From an optimization exercise on the open Yosys and OpenROAD flow, aimed at small area, a short achievable clock period and few clock cycles per item; shortcuts taken in it are not production practice. No functional check of the RTL was part of any run shown here. Power and IR drop assume default switching activity.

## design/flow/run.sh

```bash
#!/bin/bash
# synth_recipe.tcl (not shown) runs the flow's synth.tcl, then flattens the netlist and writes it again
# the make line also repeats each setting of config.mk as NAME=value (left out here)
make -C /OpenROAD-flow-scripts/flow DESIGN_CONFIG=/design/flow/config.mk WORK_HOME=/design/flow/orfs CLKGATE_MAP_FILE= SYNTH_SCRIPT=/design/flow/synth_recipe.tcl finish
```

## design/flow/config.mk

```make
export PLATFORM = sky130hd
export DESIGN_NAME = multi_stack_shared_buffer_core
export DESIGN_NICKNAME = multi_stack_shared_buffer_core
export VERILOG_FILES = /design/flow/design.v
export SDC_FILE = /design/flow/constraint.sdc
export NUM_CORES = 4
export LEC_CHECK = 0
export CAP_MARGIN = 20
export CORE_MARGIN = 2
export CORE_UTILIZATION = 40
export SETUP_SLACK_MARGIN = 1.8
export SLEW_MARGIN = 20
```

## design/flow/constraint.sdc

```tcl
create_clock -name core_clock -period 4.0 [get_ports {clock}]
set_input_delay 0.8000 -clock core_clock [delete_from_list [all_inputs] [get_ports {clock}]]
set_output_delay 0.8000 -clock core_clock [all_outputs]
set_load 0.01 [all_outputs]
```

## design/flow/design.v

```verilog
`default_nettype none
package msb_pkg;
   localparam int ACTION_WIDTH   = 2;
   localparam int STACK_ID_WIDTH = 2;
   localparam int VALUE_WIDTH    = 32;
   localparam int STATUS_WIDTH   = 2;
   localparam int STACK_SLOTS    = 2 ** STACK_ID_WIDTH;
   localparam int NUM_STACKS_DEFAULT = 4;
   localparam int CAPACITY_DEFAULT   = 16;
   localparam int DATA_WIDTH_DEFAULT = 32;
   typedef enum logic [ACTION_WIDTH-1:0] {
      ACT_PUSH = 2'd0,
      ACT_POP  = 2'd1,
      ACT_PEEK = 2'd2,
      ACT_NOP  = 2'd3
   } action_type;
   typedef enum logic [STATUS_WIDTH-1:0] {
      ST_OK    = 2'd0,
      ST_FULL  = 2'd1,
      ST_EMPTY = 2'd2
   } status_type;
   typedef enum logic {
      PH_IDLE = 1'b0,
      PH_EXEC = 1'b1
   } phase_type;
   typedef struct packed {
      action_type                       action;
      logic [STACK_ID_WIDTH-1:0]        stack_id;
      logic signed [VALUE_WIDTH-1:0]    value;
   } req_type;
   typedef struct packed {
      logic signed [VALUE_WIDTH-1:0]    data;
      status_type                       status;
   } rsp_type;
   typedef struct packed {
      logic start;
      logic out_free;
   } eng_ctrl_type;
   typedef struct packed {
      logic busy;
      logic done;
   } eng_stat_type;
endpackage
`default_nettype wire
`default_nettype none
module msb_ram #(
   parameter int WIDTH = 32,
   parameter int DEPTH = 16
) (
   input  wire logic                       clock,
   input  wire logic [DEPTH-1:0]           wr_en,
   input  wire logic [WIDTH-1:0]           wr_data,
   input  wire logic [DEPTH-1:0]           rd_sel,
   output      logic [WIDTH-1:0]           rd_data
);
   logic [WIDTH-1:0] mem [DEPTH];
   always_ff @(posedge clock) begin
      for (int i = 0; i < DEPTH; i++) begin
         if (wr_en[i]) begin
            mem[i] <= wr_data;
         end
      end
   end
   always_comb begin
      rd_data = '0;
      for (int i = 0; i < DEPTH; i++) begin
         rd_data = rd_data | (mem[i] & {WIDTH{rd_sel[i]}});
      end
   end
endmodule
`default_nettype wire
`default_nettype none
module msb_engine #(
   parameter int NUM_STACKS = msb_pkg::NUM_STACKS_DEFAULT,
   parameter int CAPACITY   = msb_pkg::CAPACITY_DEFAULT,
   parameter int DATA_WIDTH = msb_pkg::DATA_WIDTH_DEFAULT
) (
   input  wire logic                    clock,
   input  wire logic                    reset,
   input  wire logic                    req_valid,
   output      logic                    req_ready,
   input  wire msb_pkg::req_type        req,
   output      logic                    rsp_valid,
   input  wire logic                    rsp_ready,
   output      msb_pkg::rsp_type        rsp
);
   localparam int AW = $clog2(CAPACITY);
   localparam int NS = msb_pkg::STACK_SLOTS;
   logic [AW-1:0]       head_ff [NS];
   logic [NS-1:0]       ne_ff;           
   logic [AW-1:0]       link_ff [CAPACITY];
   logic [CAPACITY-1:0] used_ff;
   logic                rdy_ff;          
   logic                main_valid_ff;
   msb_pkg::status_type main_status_ff;
   logic [DATA_WIDTH-1:0] main_data_ff;
   msb_pkg::status_type skid_status_ff;
   logic                skid_hit_ff;
   logic [AW-1:0]       skid_ptr_ff;
   logic [CAPACITY-1:0] alloc_oh;
   logic [AW-1:0]       alloc_idx;
   logic                full;
   logic                accept;
   logic [NS-1:0]       sid_oh;
   logic [CAPACITY-1:0] head_oh [NS];
   logic [CAPACITY-1:0] is_self;
   logic [CAPACITY-1:0] top_sel;         
   logic [CAPACITY-1:0] rd_sel;
   logic [AW-1:0]       head_s;
   logic [AW-1:0]       below_s;
   logic                last_s;
   logic                ne_s;
   logic                is_push, is_pop, is_rd;
   logic                push_ok, pop_ok;
   msb_pkg::status_type status_new;
   logic [DATA_WIDTH-1:0] rd_data;
   always_comb begin
      alloc_oh  = '0;
      alloc_idx = '0;
      for (int i = CAPACITY - 1; i >= 0; i--) begin
         if (!used_ff[i]) begin
            alloc_oh    = '0;
            alloc_oh[i] = 1'b1;
            alloc_idx   = AW'(i);
         end
      end
      full = &used_ff;
   end
   always_comb begin
      for (int s = 0; s < NS; s++) begin
         for (int i = 0; i < CAPACITY; i++) begin
            head_oh[s][i] = ne_ff[s] && (head_ff[s] == AW'(i)) && (s < NUM_STACKS);
         end
      end
      for (int i = 0; i < CAPACITY; i++) begin
         is_self[i] = (link_ff[i] == AW'(i));
      end
   end
   assign req_ready = rdy_ff;
   assign accept    = req_valid && rdy_ff;
   always_comb begin
      for (int s = 0; s < NS; s++) begin
         sid_oh[s] = (req.stack_id == msb_pkg::STACK_ID_WIDTH'(s));
      end
      top_sel = '0;
      for (int s = 0; s < NS; s++) begin
         top_sel = top_sel | (head_oh[s] & {CAPACITY{sid_oh[s]}});
      end
      ne_s    = |top_sel;
      head_s  = head_ff[req.stack_id];
      below_s = '0;
      for (int i = 0; i < CAPACITY; i++) begin
         below_s = below_s | (link_ff[i] & {AW{top_sel[i]}});
      end
      last_s  = |(top_sel & is_self);
   end
   assign is_push = (req.action == msb_pkg::ACT_PUSH);
   assign is_pop  = (req.action == msb_pkg::ACT_POP);
   assign is_rd   = (req.action == msb_pkg::ACT_POP) || (req.action == msb_pkg::ACT_PEEK);
   assign push_ok = is_push && !full && (req.stack_id < msb_pkg::STACK_ID_WIDTH'(NUM_STACKS) || NUM_STACKS >= NS);
   assign pop_ok  = is_pop && ne_s;
   always_comb begin
      if (is_push && !push_ok) begin
         status_new = msb_pkg::ST_FULL;
      end else if (is_rd && !ne_s) begin
         status_new = msb_pkg::ST_EMPTY;
      end else begin
         status_new = msb_pkg::ST_OK;
      end
   end
   always_ff @(posedge clock) begin
      if (reset) begin
         used_ff <= '0;
         ne_ff   <= '0;
      end else if (accept) begin
         if (push_ok) begin
            used_ff <= used_ff | alloc_oh;
            ne_ff[req.stack_id] <= 1'b1;
         end
         if (pop_ok) begin
            used_ff <= used_ff & ~top_sel;
            ne_ff[req.stack_id] <= !last_s;
         end
      end
   end
   always_ff @(posedge clock) begin
      if (accept) begin
         if (push_ok) begin
            head_ff[req.stack_id] <= alloc_idx;
         end
         if (pop_ok) begin
            head_ff[req.stack_id] <= below_s;
         end
      end
   end
   always_ff @(posedge clock) begin
      for (int i = 0; i < CAPACITY; i++) begin
         if (alloc_oh[i]) begin
            link_ff[i] <= ne_s ? head_s : AW'(i);
         end
      end
   end
   always_comb begin
      if (!rdy_ff) begin
         for (int i = 0; i < CAPACITY; i++) begin
            rd_sel[i] = skid_hit_ff && (skid_ptr_ff == AW'(i));
         end
      end else begin
         rd_sel = top_sel & {CAPACITY{is_rd}};
      end
   end
   always_ff @(posedge clock) begin
      if (reset) begin
         rdy_ff        <= 1'b1;
         main_valid_ff <= 1'b0;
      end else if (!rdy_ff) begin
         if (rsp_ready) begin
            rdy_ff <= 1'b1;
         end
      end else if (accept) begin
         main_valid_ff <= 1'b1;
         if (main_valid_ff && !rsp_ready) begin
            rdy_ff <= 1'b0;
         end
      end else if (rsp_ready) begin
         main_valid_ff <= 1'b0;
      end
   end
   always_ff @(posedge clock) begin
      if (!rdy_ff) begin
         if (rsp_ready) begin
            main_status_ff <= skid_status_ff;
            main_data_ff   <= rd_data;
         end
      end else if (accept && (!main_valid_ff || rsp_ready)) begin
         main_status_ff <= status_new;
         main_data_ff   <= rd_data;
      end
   end
   always_ff @(posedge clock) begin
      if (rdy_ff) begin
         skid_status_ff <= status_new;
         skid_hit_ff    <= is_rd && ne_s;
         skid_ptr_ff    <= head_s;
      end
   end
   msb_ram #(
      .WIDTH (DATA_WIDTH),
      .DEPTH (CAPACITY)
   ) u_data_ram (
      .clock   (clock),
      .wr_en   (alloc_oh & {CAPACITY{rdy_ff}}),
      .wr_data (req.value[DATA_WIDTH-1:0]),
      .rd_sel  (rd_sel),
      .rd_data (rd_data)
   );
   assign rsp_valid  = main_valid_ff;
   assign rsp.status = main_status_ff;
   assign rsp.data   = msb_pkg::VALUE_WIDTH'(main_data_ff);
endmodule
`default_nettype wire
`default_nettype none
module multi_stack_shared_buffer_core #(
   parameter int NUM_STACKS = msb_pkg::NUM_STACKS_DEFAULT,
   parameter int CAPACITY   = msb_pkg::CAPACITY_DEFAULT,
   parameter int DATA_WIDTH = msb_pkg::DATA_WIDTH_DEFAULT
) (
   input  wire logic        clock,
   input  wire logic        reset,
   input  wire logic        req_tvalid,
   output      logic        req_tready,
   input  wire logic [31:0] req_tdata,    
   input  wire logic [3:0]  req_tuser,    
   output      logic        rsp_tvalid,
   input  wire logic        rsp_tready,
   output      logic [31:0] rsp_tdata,    
   output      logic [1:0]  rsp_tuser     
);
   msb_pkg::req_type req;
   msb_pkg::rsp_type rsp;
   assign req.action   = msb_pkg::action_type'(req_tuser[1:0]);
   assign req.stack_id = req_tuser[3:2];
   assign req.value    = req_tdata;
   msb_engine #(
      .NUM_STACKS (NUM_STACKS),
      .CAPACITY   (CAPACITY),
      .DATA_WIDTH (DATA_WIDTH)
   ) u_engine (
      .clock     (clock),
      .reset     (reset),
      .req_valid (req_tvalid),
      .req_ready (req_tready),
      .req       (req),
      .rsp_valid (rsp_tvalid),
      .rsp_ready (rsp_tready),
      .rsp       (rsp)
   );
   assign rsp_tdata = rsp.data;
   assign rsp_tuser = rsp.status;
endmodule
`default_nettype wire
```

==> impl_summary.log, run 1 <==
[metrics] sequence of cells on the critical path: nand4_1, o22ai_2, or3_4, buf_6, a22o_1, a221oi_2, nand4_1, mux2_4
[metrics] arrival time of data at the critical path endpoint: 3.11 ns
[metrics] overall die height: 254 um
[metrics] total via count in the routed design: 16400
[metrics] Tmin final: 2.76 ns
[metrics] count of warnings emitted by yosys: 5
[metrics] RSZ-0062 raised after global routing: true
[metrics] placed wire-length estimate: 46.4 mm
[metrics] share of power burned in the clock network: 44.0%
[metrics] number of nets with antenna violations after detailed routing: 0
[metrics] Final setup viols: 0
[metrics] final number of hold-violating endpoints: 0
[metrics] Setup crit end: u_engine.head_ff[1][1]$_DFFE_PP_
[metrics] Die Width: 254 um
[metrics] distinct cell type count of the synthesized netlist: 59
[metrics] Std-Cell Core Area: 61600 um2
[metrics] class of the most critical hold timing path: input pin to flip-flop
[metrics] number of top-level pins: 76
[metrics] Die ar.: 64300 um2
[metrics] power per unit of standard cell area: 427 nW/um2
[metrics] first drt pass iteration count: 6
[metrics] number of sinks on the clock net: 655
[metrics] total cell area at the placement stage: 28100 um2
[metrics] final worst clock skew: 0.0237 ns
[metrics] synthesis-to-finish area growth: 34.5%
[metrics] Routed wire per std cell: 30.8 um
[metrics] maximum count of clock buffers along a single path: 3
[metrics] number of cells on the worst hold path: 4
[metrics] power share of the sequential group: 53.3%
[metrics] sequential fraction of the synthesis area: 78.1%
[metrics] fraction of met1 tracks used by global routing: 33.5%
[metrics] initial antenna violation count: 3
[metrics] cell with the largest stage delay on the worst path: edfxtp_1
[metrics] share of the clock period used by the worst path: 68.9%
[metrics] critical path start-end classification: flip-flop to flip-flop
[metrics] cell area after synthesis: 24900 um2
[metrics] r2r endpoint: u_engine.head_ff[1][1]$_DFFE_PP_
[metrics] data required time of the worst path: 4.35 ns
[metrics] CTS H-Tree Depth: 3
[metrics] largest net degree at the start of global routing: 33
[metrics] grt met3 use: 4.72%
[metrics] Yosys top cell area share: 76.3%
[metrics] via count of the first global-routing pass: 16100
[metrics] clock-pin slew reported for the worst setup and hold paths after clock tree synthesis: 0.06 ns
[metrics] main area contributors after synthesis: edfxtp_1, a221oi_1, a22o_1
[metrics] TritonCTS clock tree: done
[metrics] delay of the slowest critical-path stage: 0.49 ns
[metrics] total of buffers placed on input and output ports: 75
[metrics] most heavily used metal layer in global routing: met2
[metrics] final setup TNS: 0 ns
[metrics] Seq cells post-synth: 655
[metrics] DR vias/cell: 6.13
[metrics] beginning of the worst register-to-register path: u_engine.head_ff[2][1]$_DFFE_PP_
[metrics] number of maximum-capacitance constraint violations: 0
[metrics] DRC Markers: 0
[metrics] post-layout instance area: 33500 um2
[metrics] total routing usage reported by global routing: 25.2%
[metrics] part of the total power dissipated in combinational logic: 2.6%
[metrics] Routability Congestion: 0.988
[metrics] worst ir drop on vdd: 0.000270 V
[metrics] initial cell density of the core: 40.4%
[metrics] worst skew pair latency: 0.63 ns
[metrics] cell type with the highest aggregate area in the netlist: edfxtp_1
[metrics] worst-path fanout max: 5
[metrics] count of hold-fix buffers inserted at cts: 0
[metrics] result of the run: no timing/DRC/antenna violations
[metrics] GRT overflow: 0
[metrics] post-synthesis net count: 1466
[metrics] Switch Pwr: 0.00299 W
[metrics] fin util: 54.4%
[metrics] most frequently used cell type in the post-synthesis netlist: edfxtp_1
[metrics] share of total power consumed by net switching: 20.9%
[metrics] first-pass GRT wire length: 115 mm
[metrics] Detailed Route Iter0 Violations: 1729
[metrics] critical path's most frequent cell: nand4_1
[metrics] Clock Tree Root: clkbuf_16
[metrics] R2R setup slack: 1.24 ns
[metrics] leading post-synthesis cells by instance count: edfxtp_1, a221oi_1, a22o_1
[metrics] number of buffers inserted during clock tree synthesis: 70
[metrics] number of pins with negative max-slew slack in the final report: 0
[metrics] CP startpoint: u_engine.head_ff[2][1]$_DFFE_PP_
[metrics] number of synthesized flops with an enable pin: 633
[metrics] f_max: 363 MHz
[metrics] fraction of final layout cells with drive strength greater than 1: 35.9%
[metrics] max-slew headroom at the worst pin: 31.9%
[metrics] GRT met2 Usage: 41.5%
[metrics] net total in the final layout: 1832
[metrics] Worst Reg2Reg Path Length in Cells: 8
[metrics] capturing element type of the critical path: flip-flop
[metrics] drt total wl: 82.6 mm
[metrics] internal portion of total power: 0.0113 W
[metrics] synthesized area divided by synthesized cell count: 17.5 um2
[metrics] share of synthesized registers carrying an async set or reset: 0%
[metrics] # rows: 91
[metrics] tightest hold margin: 0.533 ns
[metrics] worst slew pin tran: 1.01 ns
[metrics] crit path launch type: flip-flop
[metrics] Static Leak: 11.2 nW
[metrics] cell count after synthesis: 1420
[metrics] Post-synth top flop: edfxtp_1
## worst min path at each step
stage	from	to
after global placement	u_engine.used_ff[5]$_SDFFE_PP0P_	u_engine.used_ff[5]$_SDFFE_PP0P_
after CTS	req_tuser[2]	u_engine.ne_ff[2]$_SDFFE_PP0P_
after floorplan	u_engine.used_ff[15]$_SDFFE_PP0P_	u_engine.used_ff[15]$_SDFFE_PP0P_
final	req_tuser[2]	u_engine.ne_ff[2]$_SDFFE_PP0P_
after global routing	u_engine.used_ff[1]$_SDFFE_PP0P_	u_engine.used_ff[1]$_SDFFE_PP0P_
after detailed placement	u_engine.used_ff[7]$_SDFFE_PP0P_	u_engine.used_ff[7]$_SDFFE_PP0P_
## cell type report
cell class              instances  area, um2
diodes                          2       5.00
clock buffers                  81       1830
clock inverters                45        393
fillers                      4829      28100
inverters                      24       97.6
multi-input cells             673       6670
flip-flops and latches        655      19500
well taps                     837       1050
repair buffers                362       3980
## sequential cells by signal, summed over array words and instances, names as in the netlist
| register | flops |
|---|---|
| u_engine.skid_status_ff | 2 |
| u_engine.main_status_ff | 2 |
| u_engine.main_valid_ff | 1 |
| u_engine.skid_hit_ff | 1 |
| u_engine.head_ff | 16 |
| u_engine.link_ff | 64 |
| u_engine.ne_ff | 4 |
| u_engine.u_data_ram.mem | 512 |
| u_engine.used_ff | 16 |
| u_engine.main_data_ff | 32 |
| u_engine.rdy_ff | 1 |
| u_engine.skid_ptr_ff | 4 |
## critical path: cells and delay by family (launching register included)
family	cells	cell delay, ns
muxes	1	0.33
DFF	1	0.49
AOI/OAI and AO/OA	3	0.58
buffers and inverters	1	0.17
and+or+nand+nor	3	0.95
## layout by cell type (no fill, tap or decap), types with 6 or more instances in the layout
cell type / instances
a21oi_1: 10
a221oi_1: 60
a221oi_2: 88
a221oi_4: 10
a22o_1: 142
and2_4: 16
buf_12: 60
buf_4: 175
buf_6: 39
buf_8: 7
clkbuf_1: 8
clkbuf_16: 71
clkdlybuf4s50_1: 36
clkinv_1: 17
clkinv_2: 10
dfxtp_1: 14
dlygate4sd2_1: 32
edfxtp_1: 633
inv_1: 22
inv_6: 8
nand2_1: 13
nand2b_1: 6
nand4_1: 45
nand4b_1: 9
nor2_1: 28
nor2_2: 15
nor2_4: 12
o211ai_1: 13
o21ai_0: 14
o22ai_1: 13
o22ai_2: 15
o22ai_4: 14
or2_1: 7
or2_2: 10
or2_4: 6
## per-layer routing
layer	share of wire, %	wire length [um]
met1	40	33400
met2	48	39500
met3	8.4	6910
met4	3.3	2750
met5	0.047	39
## power groups by stage
stage                     clock network, W  logic (W)  registers, W
after floorplan                          0  0.0000963       0.00777
after global placement                   0   0.000340       0.00777
after detailed placement                 0   0.000347       0.00777
after CTS                          0.00637   0.000367       0.00762
after global routing               0.00663   0.000396       0.00763
final                              0.00630   0.000376       0.00763
## what timing repair did
item | in CTS | in global routing
gates resized for setup | 261 | 91
gates cloned | 18 | 2
endpoints found under the setup margin | 656 | 412
pin swaps | 66 | 54
setup buffers | 105 | 39
## through the flow
stage / setup WS, ns / std cells / power [W]
floorplan: 0.900 / 1420 / 0.00787
global placement: -0.0807 / 2387 / 0.00811
detailed placement: -0.0905 / 2387 / 0.00812
CTS: 1.30 / 2636 / 0.0144
global route: 1.19 / 2677 / 0.0147
finish: 1.24 / 2679 / 0.0143
## cells by family (layout without fill, tap and decap cells)
family,after synthesis,after routing,synth area share (%)
multiplexers,10,10,0.628
other,0,2,0
AO/OA/AOI/OAI,414,416,13.9
AND/OR/NAND/NOR,232,241,5.46
flip-flops,655,655,78.1
buffers and inverters,103,512,1.69
adder cells (fa/ha/maj),6,6,0.301
==> run 2: changes to the inputs <==
--- a/design/flow/design.v
+++ b/design/flow/design.v
@@ -91,12 +91,18 @@
    logic [AW-1:0]       link_ff [CAPACITY];
    logic [CAPACITY-1:0] used_ff;
    logic                rdy_ff;          
+   logic                rd_valid_ff;
+   msb_pkg::status_type rd_status_ff;
+   logic [CAPACITY-1:0] rd_sel_ff;       
    logic                main_valid_ff;
    msb_pkg::status_type main_status_ff;
    logic [DATA_WIDTH-1:0] main_data_ff;
+   logic                skid_valid_ff;
    msb_pkg::status_type skid_status_ff;
-   logic                skid_hit_ff;
-   logic [AW-1:0]       skid_ptr_ff;
+   logic [DATA_WIDTH-1:0] skid_data_ff;
+   logic                rd_move;
+   logic                take;
+   logic                rd_valid_in, main_valid_in, skid_valid_in;
    logic [CAPACITY-1:0] alloc_oh;
    logic [AW-1:0]       alloc_idx;
    logic                full;
@@ -105,7 +111,6 @@
    logic [CAPACITY-1:0] head_oh [NS];
    logic [CAPACITY-1:0] is_self;
    logic [CAPACITY-1:0] top_sel;         
-   logic [CAPACITY-1:0] rd_sel;
    logic [AW-1:0]       head_s;
    logic [AW-1:0]       below_s;
    logic                last_s;
@@ -200,48 +205,46 @@
          end
       end
    end
+   assign take    = main_valid_ff && rsp_ready;
+   assign rd_move = rd_valid_ff && (!skid_valid_ff || rsp_ready);
    always_comb begin
-      if (!rdy_ff) begin
-         for (int i = 0; i < CAPACITY; i++) begin
-            rd_sel[i] = skid_hit_ff && (skid_ptr_ff == AW'(i));
-         end
-      end else begin
-         rd_sel = top_sel & {CAPACITY{is_rd}};
-      end
+      rd_valid_in   = accept || (rd_valid_ff && !rd_move);
+      main_valid_in = (main_valid_ff && !take) || skid_valid_ff || rd_move;
+      skid_valid_in = skid_valid_ff ? !take || rd_move
+                                    : rd_move && main_valid_ff && !take;
    end
    always_ff @(posedge clock) begin
       if (reset) begin
          rdy_ff        <= 1'b1;
+         rd_valid_ff   <= 1'b0;
          main_valid_ff <= 1'b0;
-      end else if (!rdy_ff) begin
-         if (rsp_ready) begin
-            rdy_ff <= 1'b1;
-         end
-      end else if (accept) begin
-         main_valid_ff <= 1'b1;
-         if (main_valid_ff && !rsp_ready) begin
-            rdy_ff <= 1'b0;
-         end
-      end else if (rsp_ready) begin
-         main_valid_ff <= 1'b0;
+         skid_valid_ff <= 1'b0;
+      end else begin
+         rdy_ff        <= !(rd_valid_in && main_valid_in && skid_valid_in);
+         rd_valid_ff   <= rd_valid_in;
+         main_valid_ff <= main_valid_in;
+         skid_valid_ff <= skid_valid_in;
       end
    end
    always_ff @(posedge clock) begin
-      if (!rdy_ff) begin
-         if (rsp_ready) begin
+      if (accept) begin
+         rd_status_ff <= status_new;
+         rd_sel_ff    <= top_sel & {CAPACITY{is_rd}};
+      end
+   end
+   always_ff @(posedge clock) begin
+      if (!main_valid_ff || take) begin
+         if (skid_valid_ff) begin
             main_status_ff <= skid_status_ff;
+            main_data_ff   <= skid_data_ff;
+         end else begin
+            main_status_ff <= rd_status_ff;
             main_data_ff   <= rd_data;
          end
-      end else if (accept && (!main_valid_ff || rsp_ready)) begin
-         main_status_ff <= status_new;
-         main_data_ff   <= rd_data;
       end
-   end
-   always_ff @(posedge clock) begin
-      if (rdy_ff) begin
-         skid_status_ff <= status_new;
-         skid_hit_ff    <= is_rd && ne_s;
-         skid_ptr_ff    <= head_s;
+      if (!skid_valid_ff || take) begin
+         skid_status_ff <= rd_status_ff;
+         skid_data_ff   <= rd_data;
       end
    end
    msb_ram #(
@@ -251,7 +254,7 @@
       .clock   (clock),
       .wr_en   (alloc_oh & {CAPACITY{rdy_ff}}),
       .wr_data (req.value[DATA_WIDTH-1:0]),
-      .rd_sel  (rd_sel),
+      .rd_sel  (rd_sel_ff),
       .rd_data (rd_data)
    );
    assign rsp_valid  = main_valid_ff;
==> run 2 against run 1 <==
Net effect:
- still clean on timing, DRC and antenna
- area after synthesis up 6.0%
- non-clock buffer count down 107
- design area decreased by 2.2%
- clock-buffer cell count unchanged
- cell count is 0.82% lower
- critical path depth up 5
- sequential power grew 6.9%
==> impl_summary.log, run 2 <==
[metrics] share of the clock period used by the worst path: 77.6% (was 68.9%)
[metrics] worst path setup slack after routing: 0.896 ns (was 1.24 ns)
[metrics] Clock Tree Root: clkbuf_16 (unchanged)
[metrics] final setup TNS: 0 ns (unchanged)
[metrics] cell type with the highest aggregate area in the netlist: edfxtp_1 (unchanged)
[metrics] first drt pass iteration count: 5 (was 6)
[metrics] final number of hold-violating endpoints: 0 (unchanged)
[metrics] net total in the final layout: 1782 (was 1832)
[metrics] clock-pin slew reported for the worst setup and hold paths after clock tree synthesis: 0.05 ns (was 0.06 ns)
[metrics] gate family responsible for the most delay along the worst path: simple AND/OR/NAND/NOR gates (unchanged)
[metrics] Detailed Route Iter0 Violations: 1919 (was 1729)
[metrics] class of the most critical hold timing path: flip-flop to flip-flop (was input pin to flip-flop)
[metrics] max FFs per register: 512 (unchanged)
[metrics] CTS H-Tree Depth: 3 (unchanged)
[metrics] result of the run: no timing/DRC/antenna violations (unchanged)
[metrics] main area contributors after synthesis: edfxtp_1, a221oi_1, a22o_1 (unchanged)
[metrics] number of pins with negative max-slew slack in the final report: 0 (unchanged)
[metrics] overall die height: 261 um (was 254 um)
[metrics] Worst Reg2Reg Path Length in Cells: 9 (was 8)
[metrics] data required time of the worst path: 4.36 ns (was 4.35 ns)
[metrics] fraction of final layout cells with drive strength greater than 1: 24.3% (was 35.9%)
[metrics] initial antenna violation count: 5 (was 3)
[metrics] synthesis-to-finish area growth: 24.0% (was 34.5%)
[metrics] sequential fraction of the synthesis area: 78.9% (was 78.1%)
[metrics] Std-Cell Core Area: 65500 um2 (was 61600 um2)
[metrics] first-pass GRT wire length: 115 mm (about the same)
[metrics] Die Width: 261 um (was 254 um)
[metrics] drt total wl: 83.0 mm (was 82.6 mm)
[metrics] RSZ-0062 raised after global routing: true (unchanged)
[metrics] post-layout instance area: 32800 um2 (was 33500 um2)
[metrics] worst-path fanout max: 5 (unchanged)
[metrics] total of buffers placed on input and output ports: 75 (unchanged)
[metrics] largest net degree at the start of global routing: 33 (unchanged)
[metrics] worst skew pair latency: 0.62 ns (was 0.63 ns)
[metrics] total via count in the routed design: 16300 (was 16400)
[metrics] initial cell density of the core: 40.3% (was 40.4%)
[metrics] cell count after synthesis: 1474 (was 1420)
[metrics] critical path start-end classification: input pin to flip-flop (was flip-flop to flip-flop)
[metrics] Static Leak: 10.5 nW (was 11.2 nW)
[metrics] power per unit of standard cell area: 469 nW/um2 (was 427 nW/um2)
[metrics] Post-synth top flop: edfxtp_1 (unchanged)
[metrics] max-slew headroom at the worst pin: 25.8% (was 31.9%)
[metrics] # rows: 94 (was 91)
[metrics] number of maximum-capacitance constraint violations: 0 (unchanged)
[metrics] count of warnings emitted by yosys: 5 (unchanged)
[metrics] number of top-level pins: 76 (unchanged)
[metrics] Yosys top cell area share: 77.1% (was 76.3%)
[metrics] total routing usage reported by global routing: 23.9% (was 25.2%)
[metrics] capturing element type of the critical path: flip-flop (unchanged)
[metrics] WP buf/inv: 5 (was 1)
[metrics] f_max: 322 MHz (was 363 MHz)
[metrics] DRC Markers: 0 (unchanged)
[metrics] distinct cell type count of the synthesized netlist: 57 (was 59)
[metrics] TritonCTS clock tree: done (unchanged)
[metrics] most used cells in the layout excluding fill and tap cells: edfxtp_1, a22o_1, a221oi_1, buf_4, clkbuf_16 (was edfxtp_1, buf_4, a22o_1, a221oi_2, clkbuf_16)
[metrics] cell with the largest stage delay on the worst path: or4_4 (was edfxtp_1)
[metrics] GRT overflow: 0 (unchanged)
[metrics] most frequently used cell type in the post-synthesis netlist: edfxtp_1 (unchanged)
[metrics] crit path launch type: input pin (was flip-flop)
[metrics] sequence of cells on the critical path: buf_6, buf_6, buf_4, ha_4, nand4b_1, o22ai_4, or2_4, or4_4, o41ai_4, buf_4, buf_6, nor2_4, mux2_4 (was nand4_1, o22ai_2, or3_4, buf_6, a22o_1, a221oi_2, nand4_1, mux2_4)
[metrics] number of buffers inserted during clock tree synthesis: 73 (was 70)
[metrics] Die ar.: 68100 um2 (was 64300 um2)
[metrics] Largest regs: u_engine.u_data_ram.mem: 512 flops, u_engine.link_ff: 64 flops (was u_engine.u_data_ram.mem: 512 flops, u_engine.link_ff: 64 flops, u_engine.main_data_ff: 32 flops)
[metrics] most common cell after layout, fill and taps aside: edfxtp_1 (unchanged)
[metrics] depth of the critical timing path with buffers and inverters included: 13 (was 8)
[metrics] Final setup viols: 0 (unchanged)
[metrics] Seq cells post-synth: 702 (was 655)
[metrics] Routed wire per std cell: 31.2 um (was 30.8 um)
[metrics] leading post-synthesis cells by instance count: edfxtp_1, a221oi_1, a22o_1 (unchanged)
[metrics] final worst clock skew: 0.0239 ns (was 0.0237 ns)
[metrics] arrival time of data at the critical path endpoint: 3.46 ns (was 3.11 ns)
[metrics] count of hold-fix buffers inserted at cts: 0 (unchanged)
[metrics] Place WS: -0.191 ns (was -0.0905 ns)
[metrics] DR vias/cell: 6.14 (was 6.13)
[metrics] share of synthesized registers carrying an async set or reset: 0% (unchanged)
[metrics] top register by number of flip-flops: u_engine.u_data_ram.mem (unchanged)
[metrics] maximum count of clock buffers along a single path: 3 (unchanged)
[metrics] worst ir drop on vdd: 0.000287 V (was 0.000270 V)
[metrics] Tmin final: 3.10 ns (was 2.76 ns)
[metrics] number of cells on the worst hold path: 0 (was 4)
[metrics] post-synthesis net count: 1521 (was 1466)
[metrics] total cell area at the placement stage: 29000 um2 (was 28100 um2)
[metrics] number of sinks on the clock net: 702 (was 655)
[metrics] placed wire-length estimate: 43.6 mm (was 46.4 mm)
[metrics] Routability Congestion: 0.921 (was 0.988)
[metrics] number of diodes: 0 (was 2)
[metrics] via count of the first global-routing pass: 15900 (was 16100)
[metrics] cell area after synthesis: 26400 um2 (was 24900 um2)
[metrics] number of nets with antenna violations after detailed routing: 0 (unchanged)
[metrics] critical path's most frequent cell: buf_6 (was nand4_1)
[metrics] delay of the slowest critical-path stage: 0.50 ns (was 0.49 ns)
[metrics] fin util: 50.0% (was 54.4%)
[metrics] number of synthesized flops with an enable pin: 678 (was 633)
[metrics] synthesized area divided by synthesized cell count: 17.9 um2 (was 17.5 um2)
[metrics] worst slew pin tran: 1.10 ns (was 1.01 ns)
==> run 2: changes by cell type after synthesis, moves of 15 or more <==
cell and change:
a221oi_1 -18, a22o_1 -15, a22oi_1 +29, and2_1 +20
edfxtp_1 +45, mux2_2 +30, nand2_1 +15, nor2_1 -23
o22ai_1 -28
==> run 2: cells by family after synthesis <==
logic type,share of synthesized area (%)
AO/OA/AOI/OAI,12.3
adder cells (fa/ha/maj),0.332
buffers and inverters,1.28
flip-flops,78.9
multiplexers,1.95
AND/OR/NAND/NOR,5.24
==> run 2: stage by stage <==
step	total power [W]	cells	hold slack, ns
2_1_floorplan	0.00853	1474	0.422
3_3_place_gp	0.00882	2442	0.441
3_5_place_dp	0.00883	2442	0.451
4_1_cts	0.0155	2637	0.466
5_1_grt	0.0158	2657	0.485
6_report	0.0154	2657	0.460
==> run 2: what timing repair did <==
item / CTS / global route
pin swaps: 35 / 14
cloned: 6 / 8
setup endpoints to repair: 728 / 427
gates resized for setup: 124 / 40
setup buffers: 56 / 12
==> run 2: final timing paths <==
check | from | end | slack [ns]
max | req_tuser[2] | u_engine.head_ff[0][1]$_DFFE_PP_ | 0.90
max reg2reg | u_engine.head_ff[1][1]$_DFFE_PP_ | u_engine.head_ff[0][1]$_DFFE_PP_ | 0.99
min | u_engine.rd_status_ff[0]$_SDFFCE_PP1P_ | u_engine.skid_status_ff[0]$_DFFE_PP_ | 0.46
min reg2reg | u_engine.rd_status_ff[0]$_SDFFCE_PP1P_ | u_engine.skid_status_ff[0]$_DFFE_PP_ | 0.46
==> run 2: final cells by class <==
type,count,area (um2)
fillers,5418,32700
clock buffers,81,1860
repair buffers,255,2700
multi-input cells,688,5710
flip-flops and latches,702,20900
well taps,864,1080
clock inverters,52,478
inverters,15,63.8
==> run 2: report_power, final <==
part	internal [W]	switching [W]	total (W)
Sequential	0.00812	0.0000348	0.00816
Clock	0.00383	0.00285	0.00667
Combinational	0.000185	0.000347	0.000533
Total	0.0121	0.00323	0.0154
==> run 2: layer usage <==
metal / vias to the layer above / global-route usage, % / share of wire [%]
met1: 8564 / 32.8 / 41
met3: 129 / 5.08 / 8.9
met4: 10 / 7.92 / 2.9
met5: - / 0 / 0.077
met2: 805 / 38.2 / 47
li1: 6806 / - / -
==> run 3: changes to the inputs <==
--- a/design/flow/config.mk
+++ b/design/flow/config.mk
@@ -8,5 +8,7 @@
 export CAP_MARGIN = 20
 export CORE_MARGIN = 2
 export CORE_UTILIZATION = 40
-export SETUP_SLACK_MARGIN = 1.8
+export CTS_BUF_LIST = sky130_fd_sc_hd__clkbuf_8
+export SETUP_SLACK_MARGIN = 1.9
 export SLEW_MARGIN = 20
+export TNS_END_PERCENT = 0
==> run 3 against run 2 <==
Net effect:
- cell count rose by 0.11%
- wire length fell by 7.3%
- synthesized cell count did not move
- critical path depth fell by 2
- setup slack improved by 0.14 ns
- sequential share of layout area rose by 3.0 points
- global-route usage fell by 1.4 points
- design area fell by 4.6%
- fmax rose by 4.7%
- area after synthesis did not move
- critical endpoint unchanged
==> impl_summary.log, run 3 <==
[metrics] number of maximum-capacitance constraint violations: 0 (unchanged)
[metrics] beginning of the worst register-to-register path: u_engine.head_ff[1][0]$_DFFE_PP_ (was u_engine.head_ff[1][1]$_DFFE_PP_)
[metrics] Yosys top cell area share: 77.1% (unchanged)
[metrics] WP buf/inv: 3 (was 5)
[metrics] depth of the critical timing path with buffers and inverters included: 11 (was 13)
[metrics] data required time of the worst path: 4.44 ns (was 4.36 ns)
[metrics] Tmin final: 2.97 ns (was 3.10 ns)
[metrics] number of pins with negative max-slew slack in the final report: 0 (unchanged)
[metrics] cell type with the highest aggregate area in the netlist: edfxtp_1 (unchanged)
[metrics] capturing element type of the critical path: flip-flop (unchanged)
[metrics] Detailed Route Iter0 Violations: 1839 (was 1919)
[metrics] gate family responsible for the most delay along the worst path: simple AND/OR/NAND/NOR gates (unchanged)
[metrics] number of nets with antenna violations after detailed routing: 0 (unchanged)
[metrics] clock-pin slew reported for the worst setup and hold paths after clock tree synthesis: 0.06 ns (was 0.05 ns)
[metrics] cell area after synthesis: 26400 um2 (unchanged)
[metrics] DRC Markers: 0 (unchanged)
[metrics] initial cell density of the core: 40.3% (unchanged)
[metrics] Die ar.: 68100 um2 (unchanged)
[metrics] synthesized area divided by synthesized cell count: 17.9 um2 (unchanged)
[metrics] number of top-level pins: 76 (unchanged)
[metrics] final setup TNS: 0 ns (unchanged)
[metrics] f_max: 337 MHz (was 322 MHz)
[metrics] via count of the first global-routing pass: 16200 (was 15900)
[metrics] GRT overflow: 0 (unchanged)
[metrics] max FFs per register: 512 (unchanged)
[metrics] Post-synth top flop: edfxtp_1 (unchanged)
[metrics] first drt pass iteration count: 5 (unchanged)
[metrics] most common cell after layout, fill and taps aside: edfxtp_1 (unchanged)
[metrics] sequential fraction of the synthesis area: 78.9% (unchanged)
[metrics] count of warnings emitted by yosys: 5 (unchanged)
[metrics] number of sinks on the clock net: 702 (unchanged)
[metrics] post-synthesis net count: 1521 (unchanged)
[metrics] CTS H-Tree Depth: 3 (unchanged)
[metrics] most frequently used cell type in the post-synthesis netlist: edfxtp_1 (unchanged)
[metrics] largest net degree at the start of global routing: 33 (unchanged)
[metrics] number of cells on the worst hold path: 0 (unchanged)
[metrics] placed wire-length estimate: 42.0 mm (was 43.6 mm)
[metrics] Static Leak: 10.0 nW (was 10.5 nW)
[metrics] final worst clock skew: 0.0490 ns (was 0.0239 ns)
[metrics] Largest regs: u_engine.u_data_ram.mem: 512 flops, u_engine.link_ff: 64 flops (unchanged)
[metrics] total cell area at the placement stage: 28900 um2 (was 29000 um2)
[metrics] number of buffers inserted during clock tree synthesis: 109 (was 73)
[metrics] power per unit of standard cell area: 451 nW/um2 (was 469 nW/um2)
[metrics] Worst Reg2Reg Path Length in Cells: 9 (unchanged)
[metrics] drt total wl: 77.0 mm (was 83.0 mm)
[metrics] total routing usage reported by global routing: 22.5% (was 23.9%)
[metrics] number of synthesized flops with an enable pin: 678 (unchanged)
[metrics] worst slew pin tran: 0.879 ns (was 1.10 ns)
[metrics] worst ir drop on vdd: 0.000241 V (was 0.000287 V)
[metrics] R2R setup slack: 1.06 ns (was 0.99 ns)
[metrics] distinct cell type count of the synthesized netlist: 57 (unchanged)
[metrics] delay of the slowest critical-path stage: 0.57 ns (was 0.50 ns)
[metrics] fraction of final layout cells with drive strength greater than 1: 19.9% (was 24.3%)
[metrics] r2r endpoint: u_engine.head_ff[0][1]$_DFFE_PP_ (unchanged)
[metrics] Clock Tree Root: clkbuf_8 (was clkbuf_16)
[metrics] cell count after synthesis: 1474 (unchanged)
[metrics] total via count in the routed design: 16000 (was 16300)
[metrics] worst skew pair latency: 0.72 ns (was 0.62 ns)
[metrics] total of buffers placed on input and output ports: 75 (unchanged)
[metrics] Hold Crit Endpoint: u_engine.skid_status_ff[0]$_DFFE_PP_ (unchanged)
[metrics] initial antenna violation count: 4 (was 5)
[metrics] worst-path fanout max: 6 (was 5)
[metrics] critical path start-end classification: input pin to flip-flop (unchanged)
[metrics] maximum count of clock buffers along a single path: 3 (unchanged)
[metrics] class of the most critical hold timing path: flip-flop to flip-flop (unchanged)
[metrics] main area contributors after synthesis: edfxtp_1, a221oi_1, a22o_1 (unchanged)
[metrics] crit path launch type: input pin (unchanged)
[metrics] cell with the largest stage delay on the worst path: or4_4 (unchanged)
[metrics] share of synthesized registers carrying an async set or reset: 0% (unchanged)
[metrics] post-layout instance area: 31300 um2 (was 32800 um2)
[metrics] overall die height: 261 um (unchanged)
[metrics] Routability Congestion: 0.942 (was 0.921)
[metrics] TritonCTS clock tree: done (unchanged)
[metrics] Std-Cell Core Area: 65500 um2 (unchanged)
[metrics] share of the clock period used by the worst path: 74.1% (was 77.6%)
[metrics] result of the run: no timing/DRC/antenna violations (unchanged)
[metrics] net total in the final layout: 1756 (was 1782)
[metrics] Seq cells post-synth: 702 (unchanged)
[metrics] final number of hold-violating endpoints: 0 (unchanged)
[metrics] arrival time of data at the critical path endpoint: 3.41 ns (was 3.46 ns)
[metrics] leading post-synthesis cells by instance count: edfxtp_1, a221oi_1, a22o_1 (unchanged)
[metrics] synthesis-to-finish area growth: 18.4% (was 24.0%)
[metrics] Final setup viols: 0 (unchanged)
[metrics] # rows: 94 (unchanged)
[metrics] top register by number of flip-flops: u_engine.u_data_ram.mem (unchanged)
[metrics] startpoint of the lowest-slack hold path: u_engine.rd_status_ff[0]$_SDFFCE_PP1P_ (unchanged)
[metrics] RSZ-0062 raised after global routing: true (unchanged)
[metrics] fin util: 47.7% (was 50.0%)
[metrics] sequence of cells on the critical path: buf_2, inv_4, ha_2, nand4b_1, o22ai_2, or2_1, or4_4, o41ai_4, buf_12, nor2_4, mux2_4 (was buf_6, buf_6, buf_4, ha_4, nand4b_1, o22ai_4, or2_4, or4_4, o41ai_4, buf_4, buf_6, nor2_4, mux2_4)
[metrics] Routed wire per std cell: 28.9 um (was 31.2 um)
[metrics] max-slew headroom at the worst pin: 41.4% (was 25.8%)
[metrics] first-pass GRT wire length: 110 mm (was 115 mm)
[metrics] DR vias/cell: 6.01 (was 6.14)
[metrics] Die Width: 261 um (unchanged)
[metrics] most used cells in the layout excluding fill and tap cells: edfxtp_1, a22o_1, a221oi_1, clkbuf_8, buf_4 (was edfxtp_1, a22o_1, a221oi_1, buf_4, clkbuf_16)
==> run 3: changes by cell type in the layout (fill, tap and decap cells not counted), moves of 10 or more <==
cell | before | now
clkdlybuf4s50_1 | 37 | 73
buf_4 | 122 | 107
clkinv_1 | 17 | 30
inv_1 | 12 | 51
and2_4 | 16 | 1
dfxtp_1 | 11 | 22
clkbuf_16 | 79 | 0
dlygate4sd2_1 | 36 | 0
clkinv_2 | 17 | 7
buf_12 | 33 | 13
buf_6 | 18 | 1
clkbuf_8 | 0 | 111
==> run 3: cell type report <==
| cell class | instances | area [um2] |
|---|---|---|
| Antenna cell | 3 | 7.51 |
| Clock buffer | 111 | 1530 |
| Clock inverter | 84 | 433 |
| Fill cell | 5478 | 34200 |
| Inverter | 15 | 58.8 |
| Multi-Input combinational cell | 684 | 5490 |
| Sequential cell | 702 | 20800 |
| Tap cell | 864 | 1080 |
| Timing Repair Buffer | 197 | 1830 |
==> run 3: power breakdown <==
part	total, W	internal (W)	switching (W)
Sequential	0.00816	0.00813	0.0000362
Combinational	0.000508	0.000176	0.000332
Clock	0.00544	0.00271	0.00273
Total	0.0141	0.0110	0.00310
==> run 3: layer usage <==
metal / routed length, um / GRT usage [%] / vias up
met5: 26 / 0 / -
met4: 2460 / 7.56 / 4
met3: 6130 / 4.86 / 171
met2: 36900 / 36.6 / 830
met1: 31500 / 30.2 / 8247
li1: - / - / 6742
==> run 3: worst max-delay path by stage <==
stage / slack, ns / end / start
detailed placement: -0.11 / u_engine.used_ff[2]$_SDFFE_PP0P_ / req_tuser[2]
finish: 1.03 / u_engine.head_ff[0][1]$_DFFE_PP_ / req_tuser[2]
CTS: 1.16 / u_engine.head_ff[0][1]$_DFFE_PP_ / u_engine.head_ff[2][0]$_DFFE_PP_
floorplan: 0.43 / u_engine.head_ff[0][2]$_DFFE_PP_ / req_tuser[2]
global route: 1.0 / u_engine.head_ff[0][1]$_DFFE_PP_ / u_engine.head_ff[1][0]$_DFFE_PP_
global placement: -0.11 / u_engine.head_ff[3][1]$_DFFE_PP_ / req_tuser[2]
==> run 3: metrics by stage <==
stage	power, W	instances	setup WS, ns	hold WS, ns
after floorplan	0.00853	1474	0.435	0.422
after global placement	0.00881	2436	-0.108	0.434
after detailed placement	0.00882	2436	-0.107	0.455
after CTS	0.0142	2647	1.16	0.469
after global routing	0.0146	2659	1.00	0.492
final	0.0141	2660	1.03	0.459
==> run 3: cells by family after synthesis <==
family,count (synthesis),synth area share (%)
flip-flops,702,78.9
AO/OA/AOI/OAI,392,12.3
AND/OR/NAND/NOR,243,5.24
buffers and inverters,88,1.28
multiplexers,42,1.95
adder cells (fa/ha/maj),7,0.332
==> run 3: repair_timing <==
action / 4_1_cts / 5_1_grt
hold buffers: 0 / 0
endpoints found under the setup margin: 684 / 727
pin swaps: 15 / 14
buffers inserted: 16 / 10
cloned: 0 / 0
resized for setup: 39 / 10
==> run 4: changes to the inputs <==
--- a/design/flow/design.v
+++ b/design/flow/design.v
@@ -151,7 +151,7 @@
       for (int s = 0; s < NS; s++) begin
          top_sel = top_sel | (head_oh[s] & {CAPACITY{sid_oh[s]}});
       end
-      ne_s    = |top_sel;
+      ne_s    = ne_ff[req.stack_id] && (req.stack_id < msb_pkg::STACK_ID_WIDTH'(NUM_STACKS) || NUM_STACKS >= NS);
       head_s  = head_ff[req.stack_id];
       below_s = '0;
       for (int i = 0; i < CAPACITY; i++) begin
==> run 4 against run 3 <==
Net effect:
- sequential cell count stayed put
- clock-buffer cell count rose by 4
- largest power group unchanged
- largest cell class unchanged
- critical endpoint is now u_engine.u_data_ram.mem[12][25]$_DFFE_PP_
- still clean on timing, DRC and antenna
- cell count shrank 0.15%
- utilization increased by 0.66 points
- critical path depth shrank 3
==> impl_summary.log, run 4 <==
[metrics] max-slew headroom at the worst pin: 47.3% (was 41.4%)
[metrics] GRT overflow: 0 (unchanged)
[metrics] multi-input gate area in the final layout: 5520 um2 (was 5490 um2)
[metrics] net total in the final layout: 1745 (was 1756)
[metrics] Detailed Route Iter0 Violations: 1979 (was 1839)
[metrics] drt total wl: 80.4 mm (was 77.0 mm)
[metrics] via count of the first global-routing pass: 15900 (was 16200)
[metrics] clock-pin slew reported for the worst setup and hold paths after clock tree synthesis: 0.06 ns (about the same)
[metrics] delay of the slowest critical-path stage: 0.63 ns (was 0.57 ns)
[metrics] first drt pass iteration count: 6 (was 5)
[metrics] # rows: 94 (unchanged)
[metrics] class of the most critical hold timing path: flip-flop to flip-flop (unchanged)
[metrics] final number of hold-violating endpoints: 0 (unchanged)
[metrics] number of sinks on the clock net: 702 (unchanged)
[metrics] number of maximum-capacitance constraint violations: 0 (unchanged)
[metrics] worst ir drop on vdd: 0.000230 V (was 0.000241 V)
[metrics] distinct cell type count of the synthesized netlist: 57 (unchanged)
[metrics] synthesized area divided by synthesized cell count: 18.0 um2 (was 17.9 um2)
[metrics] placed cell count: 2385 (was 2436)
[metrics] Routed wire per std cell: 30.3 um (was 28.9 um)
[metrics] most frequently used cell type in the post-synthesis netlist: edfxtp_1 (unchanged)
[metrics] sequence of cells on the critical path: nand4_1, or4_4, buf_12, nor2_2, buf_6, and2_4, buf_12, buf_16 (was buf_2, inv_4, ha_2, nand4b_1, o22ai_2, or2_1, or4_4, o41ai_4, buf_12, nor2_4, mux2_4)
[metrics] WP buf/inv: 4 (was 3)
[metrics] cell area after synthesis: 26300 um2 (was 26400 um2)
[metrics] maximum count of clock buffers along a single path: 3 (unchanged)
[metrics] cell with the largest stage delay on the worst path: or4_4 (unchanged)
[metrics] TritonCTS clock tree: done (unchanged)
[metrics] tightest hold margin: 0.484 ns (was 0.459 ns)
[metrics] DRC Markers: 0 (unchanged)
[metrics] initial cell density of the core: 40.2% (was 40.3%)
[metrics] most common cell after layout, fill and taps aside: edfxtp_1 (unchanged)
[metrics] power per unit of standard cell area: 463 nW/um2 (was 451 nW/um2)
[metrics] count of filler cells inserted in the layout: 5432 (was 5478)
[metrics] main area contributors after synthesis: edfxtp_1, a221oi_1, a22o_1 (unchanged)
[metrics] final worst clock skew: 0.0333 ns (was 0.0490 ns)
[metrics] Post-synth top flop: edfxtp_1 (unchanged)
[metrics] cell type with the highest aggregate area in the netlist: edfxtp_1 (unchanged)
[metrics] post-synthesis net count: 1508 (was 1521)
[metrics] arrival time of data at the critical path endpoint: 2.81 ns (was 3.41 ns)
[metrics] share of the clock period used by the worst path: 59.8% (was 74.1%)
[metrics] total routing usage reported by global routing: 23.5% (was 22.5%)
[metrics] result of the run: no timing/DRC/antenna violations (unchanged)
[metrics] leading post-synthesis cells by instance count: edfxtp_1, a221oi_1, a22o_1 (unchanged)
[metrics] fraction of final layout cells with drive strength greater than 1: 21.8% (was 19.9%)
[metrics] number of pins with negative max-slew slack in the final report: 0 (unchanged)
[metrics] Std-Cell Core Area: 65500 um2 (unchanged)
[metrics] count of warnings emitted by yosys: 5 (unchanged)
[metrics] cell count after synthesis: 1461 (was 1474)
[metrics] first-pass GRT wire length: 114 mm (was 110 mm)
[metrics] final setup TNS: 0 ns (unchanged)
[metrics] Die ar.: 67900 um2 (was 68100 um2)
[metrics] fin util: 48.4% (was 47.7%)
[metrics] total of buffers placed on input and output ports: 75 (unchanged)
[metrics] RSZ-0062 raised after global routing: true (unchanged)
[metrics] post-layout instance area: 31700 um2 (was 31300 um2)
[metrics] top register by number of flip-flops: u_engine.u_data_ram.mem (unchanged)
[metrics] Seq cells post-synth: 702 (unchanged)
[metrics] critical path start-end classification: flip-flop to flip-flop (was input pin to flip-flop)
[metrics] gate family responsible for the most delay along the worst path: simple AND/OR/NAND/NOR gates (unchanged)
[metrics] share of synthesized registers carrying an async set or reset: 0% (unchanged)
[metrics] DR vias/cell: 6.02 (was 6.01)
[metrics] number of buffers inserted during clock tree synthesis: 110 (was 109)
[metrics] sequential fraction of the synthesis area: 79.1% (was 78.9%)
[metrics] Largest regs: u_engine.u_data_ram.mem: 512 flops, u_engine.link_ff: 64 flops (unchanged)
[metrics] total via count in the routed design: 16000 (about the same)
[metrics] overall die height: 261 um (about the same)
[metrics] f_max: 418 MHz (was 337 MHz)
[metrics] capturing element type of the critical path: flip-flop (unchanged)
[metrics] data required time of the worst path: 4.42 ns (was 4.44 ns)
[metrics] flip-flop and latch area: 20900 um2 (was 20800 um2)
[metrics] largest net degree at the start of global routing: 37 (was 33)
[metrics] Routability Congestion: 0.911 (was 0.942)
[metrics] synthesis-to-finish area growth: 20.3% (was 18.4%)
[metrics] number of nets with antenna violations after detailed routing: 0 (unchanged)
[metrics] placed wire-length estimate: 42.5 mm (was 42.0 mm)
[metrics] worst-path fanout max: 8 (was 6)
[metrics] worst slew pin tran: 0.790 ns (was 0.879 ns)
[metrics] CTS H-Tree Depth: 3 (unchanged)
[metrics] worst skew pair latency: 0.74 ns (was 0.72 ns)
[metrics] number of synthesized flops with an enable pin: 678 (unchanged)
[metrics] crit path launch type: flip-flop (was input pin)
[metrics] critical path's most frequent cell: buf_12
[metrics] max FFs per register: 512 (unchanged)
[metrics] total cell area at the placement stage: 28600 um2 (was 28900 um2)
[metrics] most used cells in the layout excluding fill and tap cells: edfxtp_1, a22o_1, a221oi_1, clkbuf_8, buf_4 (unchanged)
[metrics] number of top-level pins: 76 (unchanged)
[metrics] initial antenna violation count: 6 (was 4)
[metrics] Final setup viols: 0 (unchanged)
[metrics] Die Width: 261 um (about the same)
[metrics] Static Leak: 10.2 nW (was 10.0 nW)
[metrics] non-filler cells, final: 2656 (was 2660)
[metrics] Yosys top cell area share: 77.3% (was 77.1%)
[metrics] Clock Tree Root: clkbuf_8 (unchanged)
[metrics] Tmin final: 2.39 ns (was 2.97 ns)
run 4: cell types whose count changed in the layout (fill, tap and decap cells not counted), moves of 8 or more:
cell             previous run  this run
dfxtp_1                    22        13
nand3_1                    14         6
a211oi_1                   10         0
buf_4                     107        89
clkdlybuf4s50_1            73        37
and2_4                      1        12
buf_12                     13        25
dlygate4sd2_1               0        35
run 4: worst paths after layout:
path                                                             start                                         to  slack [ns]  cells past startpoint
worst max-delay path                  u_engine.used_ff[8]$_SDFFE_PP0P_  u_engine.u_data_ram.mem[12][25]$_DFFE_PP_        1.61                      8
worst min-delay path            u_engine.rd_status_ff[1]$_SDFFCE_PP0P_       u_engine.skid_status_ff[1]$_DFFE_PP_        0.48                      0
worst max register to register        u_engine.used_ff[8]$_SDFFE_PP0P_  u_engine.u_data_ram.mem[12][25]$_DFFE_PP_        1.61                      8
worst min register to register  u_engine.rd_status_ff[1]$_SDFFCE_PP0P_       u_engine.skid_status_ff[1]$_DFFE_PP_        0.48                      0
run 4: stage by stage:
step | setup slack [ns] | total power, W
2_1_floorplan | 1.44 | 0.00860
3_3_place_gp | 0.289 | 0.00889
3_5_place_dp | 0.192 | 0.00890
4_1_cts | 1.71 | 0.0148
5_1_grt | 1.60 | 0.0151
6_report | 1.61 | 0.0147
run 4: repair_timing:
action / in CTS / in global routing
cloned: 7 / 0
gates resized for setup: 111 / 11
hold buffers: 0 / 0
setup buffers: 50 / 8
pin swaps: 8 / 5
setup endpoints to repair: 680 / 542
run 4: area by class of cell:
class / instances / area share, %
sequential: 702 / 65.8
multi-input combinational: 676 / 17.4
timing repair buffer: 196 / 6.42
clock buffer: 115 / 4.99
tap: 864 / 3.41
clock inverter: 87 / 1.74
inverter: 12 / 0.158
antenna: 4 / 0.0316
run 4: power breakdown:
group,internal (W),total (W),switching (W)
combinational,0.000182,0.000551,0.000369
sequential,0.00816,0.00821,0.0000471
clock,0.00307,0.00591,0.00284
total,0.0114,0.0147,0.00325
run 4: logic make-up after synthesis:
kind of cell	count (synthesis)	synth area share, %
adders and majority gates	7	0.332
AOI/OAI and AO/OA	382	12.0
muxes	39	1.88
and+or+nand+nor	246	5.37
buffers and inverters	85	1.29
DFF	702	79.1
run 4: routing by layer:
| metal | up-vias | GRT usage, % | share of wire, % |
|---|---|---|---|
| met5 | - | 0 | 0.032 |
| met4 | 4 | 6.41 | 2.0 |
| met3 | 125 | 4.07 | 8.6 |
| met2 | 834 | 38.6 | 48 |
| met1 | 8324 | 32.4 | 41 |
| li1 | 6700 | - | - |
run 4: worst register-to-register path, cell delays in order, from the launching register on:
cell     delay [ns]
dfxtp_4        0.34
nand4_1        0.16
or4_4          0.63
buf_12         0.16
nor2_2         0.11
buf_6          0.12
and2_4         0.27
buf_12         0.15
buf_16         0.15
==> run 5: changes to the inputs <==
--- a/design/flow/design.v
+++ b/design/flow/design.v
@@ -101,6 +101,7 @@
    msb_pkg::status_type skid_status_ff;
    logic [DATA_WIDTH-1:0] skid_data_ff;
    logic                rd_move;
+   logic                room;
    logic                take;
    logic                rd_valid_in, main_valid_in, skid_valid_in;
    logic [CAPACITY-1:0] alloc_oh;
@@ -142,7 +143,8 @@
       end
    end
    assign req_ready = rdy_ff;
-   assign accept    = req_valid && rdy_ff;
+   assign room      = !(rd_valid_ff && skid_valid_ff);
+   assign accept    = req_valid && room;
    always_comb begin
       for (int s = 0; s < NS; s++) begin
          sid_oh[s] = (req.stack_id == msb_pkg::STACK_ID_WIDTH'(s));
@@ -252,7 +254,7 @@
       .DEPTH (CAPACITY)
    ) u_data_ram (
       .clock   (clock),
-      .wr_en   (alloc_oh & {CAPACITY{rdy_ff}}),
+      .wr_en   (alloc_oh & {CAPACITY{room}}),
       .wr_data (req.value[DATA_WIDTH-1:0]),
       .rd_sel  (rd_sel_ff),
       .rd_data (rd_data)
==> run 5 against run 4 <==
Net effect:
- still clean on timing, DRC and antenna
- area after synthesis increased by 0.50%
- setup slack got worse by 0.062 ns
- combinational power increased by 3.6%
- synthesized cell count increased by 1.6%
- first-iteration DRC count decreased by 4.1%
- largest power group unchanged
- highest routed layer unchanged
==> impl_summary.log, run 5 <==
[metrics] worst skew pair latency: 0.71 ns (was 0.74 ns)
[metrics] Static Leak: 10.0 nW (was 10.2 nW)
[metrics] number of buffers inserted during clock tree synthesis: 113 (was 110)
[metrics] main area contributors after synthesis: edfxtp_1, a22o_1, a221oi_1 (was edfxtp_1, a221oi_1, a22o_1)
[metrics] Die ar.: 68300 um2 (was 67900 um2)
[metrics] count of warnings emitted by yosys: 5 (unchanged)
[metrics] crit path launch type: input pin (was flip-flop)
[metrics] CTS H-Tree Depth: 3 (unchanged)
[metrics] max FFs per register: 512 (unchanged)
[metrics] Clock Tree Root: clkbuf_8 (unchanged)
[metrics] number of synthesized flops with an enable pin: 678 (unchanged)
[metrics] placed wire-length estimate: 41.8 mm (was 42.5 mm)
[metrics] Worst Reg2Reg Path Length in Cells: 7 (was 8)
[metrics] Hold Crit Endpoint: u_engine.skid_status_ff[0]$_DFFE_PP_ (was u_engine.skid_status_ff[1]$_DFFE_PP_)
[metrics] Routability Congestion: 0.909 (was 0.911)
[metrics] worst ir drop on vdd: 0.000254 V (was 0.000230 V)
[metrics] f_max: 408 MHz (was 418 MHz)
[metrics] number of top-level pins: 76 (unchanged)
[metrics] RSZ-0062 raised after global routing: true (unchanged)
[metrics] worst slew pin tran: 1.00 ns (was 0.790 ns)
[metrics] share of synthesized registers carrying an async set or reset: 0% (unchanged)
[metrics] distinct cell type count of the synthesized netlist: 70 (was 57)
[metrics] worst-path fanout max: 7 (was 8)
[metrics] Seq cells post-synth: 702 (unchanged)
[metrics] fin util: 48.0% (was 48.4%)
[metrics] data required time of the worst path: 4.42 ns (about the same)
[metrics] Final setup viols: 0 (unchanged)
[metrics] synthesized area divided by synthesized cell count: 17.8 um2 (was 18.0 um2)
[metrics] net total in the final layout: 1735 (was 1745)
[metrics] most used cells in the layout excluding fill and tap cells: edfxtp_1, a22o_1, a221oi_1, clkbuf_8, buf_4 (unchanged)
[metrics] number of cells on the worst hold path: 0 (unchanged)
[metrics] drt total wl: 78.9 mm (was 80.4 mm)
[metrics] DR vias/cell: 6.00 (was 6.02)
[metrics] r2r endpoint: u_engine.head_ff[2][2]$_DFFE_PP_ (was u_engine.u_data_ram.mem[12][25]$_DFFE_PP_)
[metrics] number of nets with antenna violations after detailed routing: 0 (unchanged)
[metrics] cell count after synthesis: 1485 (was 1461)
[metrics] # rows: 94 (unchanged)
[metrics] Place WS: 0.344 ns (was 0.192 ns)
[metrics] overall die height: 261 um (about the same)
[metrics] TritonCTS clock tree: done (unchanged)
[metrics] startpoint of the lowest-slack hold path: u_engine.rd_status_ff[0]$_SDFFCE_PP1P_ (was u_engine.rd_status_ff[1]$_SDFFCE_PP0P_)
[metrics] most common cell after layout, fill and taps aside: edfxtp_1 (unchanged)
[metrics] power per unit of standard cell area: 467 nW/um2 (was 463 nW/um2)
[metrics] synthesis-to-finish area growth: 18.9% (was 20.3%)
[metrics] post-layout instance area: 31500 um2 (was 31700 um2)
[metrics] critical path start-end classification: input pin to flip-flop (was flip-flop to flip-flop)
[metrics] Largest regs: u_engine.u_data_ram.mem: 512 flops, u_engine.link_ff: 64 flops (unchanged)
[metrics] largest net degree at the start of global routing: 38 (was 37)
[metrics] number of pins with negative max-slew slack in the final report: 0 (unchanged)
[metrics] R2R setup slack: 1.58 ns (was 1.61 ns)
[metrics] maximum count of clock buffers along a single path: 3 (unchanged)
[metrics] arrival time of data at the critical path endpoint: 2.88 ns (was 2.81 ns)
[metrics] count of filler cells inserted in the layout: 5578 (was 5432)
[metrics] worst path setup slack after routing: 1.55 ns (was 1.61 ns)
[metrics] sequential fraction of the synthesis area: 78.7% (was 79.1%)
[metrics] Tmin final: 2.45 ns (was 2.39 ns)
[metrics] Detailed Route Iter0 Violations: 1897 (was 1979)
[metrics] top register by number of flip-flops: u_engine.u_data_ram.mem (unchanged)
[metrics] first-pass GRT wire length: 113 mm (was 114 mm)
[metrics] max-slew headroom at the worst pin: 32.8% (was 47.3%)
[metrics] via count of the first global-routing pass: 16000 (was 15900)
[metrics] first drt pass iteration count: 5 (was 6)
[metrics] total cell area at the placement stage: 28600 um2 (about the same)
[metrics] total via count in the routed design: 15900 (was 16000)
[metrics] final number of hold-violating endpoints: 0 (unchanged)
[metrics] most frequently used cell type in the post-synthesis netlist: edfxtp_1 (unchanged)
[metrics] leading post-synthesis cells by instance count: edfxtp_1, a22o_1, a221oi_1 (was edfxtp_1, a221oi_1, a22o_1)
[metrics] class of the most critical hold timing path: flip-flop to flip-flop (unchanged)
[metrics] total of buffers placed on input and output ports: 75 (unchanged)
[metrics] beginning of the worst register-to-register path: u_engine.head_ff[1][0]$_DFFE_PP_ (was u_engine.used_ff[8]$_SDFFE_PP0P_)
[metrics] total routing usage reported by global routing: 23.1% (was 23.5%)
[metrics] Post-synth top flop: edfxtp_1 (unchanged)
[metrics] capturing element type of the critical path: flip-flop (unchanged)
[metrics] Yosys top cell area share: 76.9% (was 77.3%)
[metrics] count of hold-fix buffers inserted at cts: 0 (unchanged)
[metrics] cell type with the highest aggregate area in the netlist: edfxtp_1 (unchanged)
[metrics] number of sinks on the clock net: 702 (unchanged)
[metrics] DRC Markers: 0 (unchanged)
[metrics] cell area after synthesis: 26500 um2 (was 26300 um2)
[metrics] initial antenna violation count: 5 (was 6)
[metrics] final setup TNS: 0 ns (unchanged)
[metrics] GRT overflow: 0 (unchanged)
[metrics] clock-pin slew reported for the worst setup and hold paths after clock tree synthesis: 0.06 ns (about the same)
[metrics] post-synthesis net count: 1532 (was 1508)
[metrics] share of the clock period used by the worst path: 61.3% (was 59.8%)
[metrics] Die Width: 261 um (about the same)
[metrics] Std-Cell Core Area: 65600 um2 (was 65500 um2)
[metrics] fraction of final layout cells with drive strength greater than 1: 20.7% (was 21.8%)
[metrics] final worst clock skew: 0.0225 ns (was 0.0333 ns)
[metrics] number of maximum-capacitance constraint violations: 0 (unchanged)
[metrics] Routed wire per std cell: 29.8 um (was 30.3 um)
[metrics] result of the run: no timing/DRC/antenna violations (unchanged)
[metrics] initial cell density of the core: 40.3% (was 40.2%)
[run 5: cell types whose count changed in the layout (fill, tap and decap cells not counted), moves of 6 or more]
cell,before,now
inv_1,44,52
nor3_4,0,9
nand4_1,52,46
o22a_1,8,2
clkinv_1,30,21
buf_12,25,9
and2_4,12,1
buf_4,89,74
[run 5: worst max-delay path by stage]
stage	startpoint	endpoint	slack, ns	depth (start not counted)
floorplan	req_tuser[2]	u_engine.head_ff[0][0]$_DFFE_PP_	1.36	11
detailed placement	req_tuser[2]	u_engine.head_ff[2][2]$_DFFE_PP_	0.34	9
global route	u_engine.head_ff[2][0]$_DFFE_PP_	u_engine.head_ff[2][2]$_DFFE_PP_	1.51	8
finish	req_tuser[3]	u_engine.head_ff[2][2]$_DFFE_PP_	1.55	10
CTS	u_engine.main_data_ff[2]$_DFFE_PN_	rsp_tdata[2]	1.62	1
global placement	req_tuser[2]	u_engine.head_ff[0][3]$_DFFE_PP_	0.39	9
[run 5: critical path: stages]
cell and delay [ns]:
clkdlybuf4s15_1 0.22, inv_2 0.09, ha_4 0.20, nand4b_1 0.19, o22ai_2 0.14, or3_4 0.44
a22oi_2 0.19, nand4_1 0.20, nor4_4 0.32, a21oi_2 0.09
[run 5: metal layers]
layer	GRT usage, %	part of all wire [%]
met5	0	0.047
met4	7.31	2.3
met3	3.82	6.7
met2	38.5	49
met1	31.2	42
[run 5: through the flow]
stage / hold slack [ns] / std cells / power, W
3_3_place_gp: 0.433 / 2394 / 0.00891
6_report: 0.460 / 2647 / 0.0147
3_5_place_dp: 0.440 / 2394 / 0.00893
4_1_cts: 0.458 / 2634 / 0.0148
2_1_floorplan: 0.422 / 1485 / 0.00862
5_1_grt: 0.457 / 2647 / 0.0152
[run 5: cell type report]
type / instances / area, um2 / area share [%]
clock inverter: 89 / 537 / 1.70
timing repair buffer: 165 / 1570 / 4.98
tap: 864 / 1080 / 3.43
clock buffer: 119 / 1640 / 5.20
multi-input combinational: 696 / 5750 / 18.3
sequential: 702 / 20900 / 66.3
inverter: 10 / 46.3 / 0.147
antenna: 2 / 5.00 / 0.0159
[run 5: cells by family after synthesis]
kind of cell	count (synthesis)	share of synthesized area, %
flip-flops	702	78.7
AO/OA/AOI/OAI	390	11.9
AND/OR/NAND/NOR	260	5.78
buffers and inverters	87	1.35
multiplexers	39	1.89
adder cells (fa/ha/maj)	7	0.331
[run 5: repair_timing]
action	CTS	global route
gates cloned	3	0
buffers inserted	29	11
resized for setup	92	21
setup endpoints to repair	739	453
pin swaps	13	12
[run 5: report_power, final]
| part | total [W] | internal (W) | switching [W] |
|---|---|---|---|
| clock | 0.00592 | 0.00313 | 0.00279 |
| combinational | 0.000571 | 0.000186 | 0.000384 |
| sequential | 0.00822 | 0.00817 | 0.0000503 |

re-timing with driven ports:
In the flow no input, the clock included, has a driving cell. The finished layouts below were timed again as built, in two steps.
Step 1 sets driving cells, clkbuf_16 on the clock port and buf_2 on the other inputs (assumed; they add their load-dependent delay and slew).
Step 2 also shifts input and output timing later by t, the mid clock arrival at the registers, as if the neighbouring blocks saw the same clock.
Slacks: no drivers / after step 1 / after step 2; pairs: no drivers / after step 1.
run | t (ns) | slack for setup (ns) | worst setup path after step 2 | latest minus earliest clock arrival (ns) | slew at the worst register clock pin (ns)
run 1 | 0.677 | 1.243 / 1.243 / 0.575 | input to register | 0.028 / 0.028 | 0.06 / 0.06
run 2 | 0.674 | 0.896 / 0.928 / 0.254 | input to register | 0.027 / 0.027 | 0.07 / 0.07
run 3 | 0.756 | 1.034 / 1.061 / 0.314 | input to register | 0.055 / 0.056 | 0.07 / 0.07
run 4 | 0.779 | 1.609 / 1.609 / 0.953 | input to register | 0.037 / 0.036 | 0.07 / 0.07
run 5 | 0.762 | 1.547 / 1.577 / 0.820 | input to register | 0.025 / 0.026 | 0.07 / 0.07
After both steps every run listed still meets setup and hold. The setup slack of run 5, which loses most, moves by +0.030 ns with the drivers and by -0.727 ns with both steps.
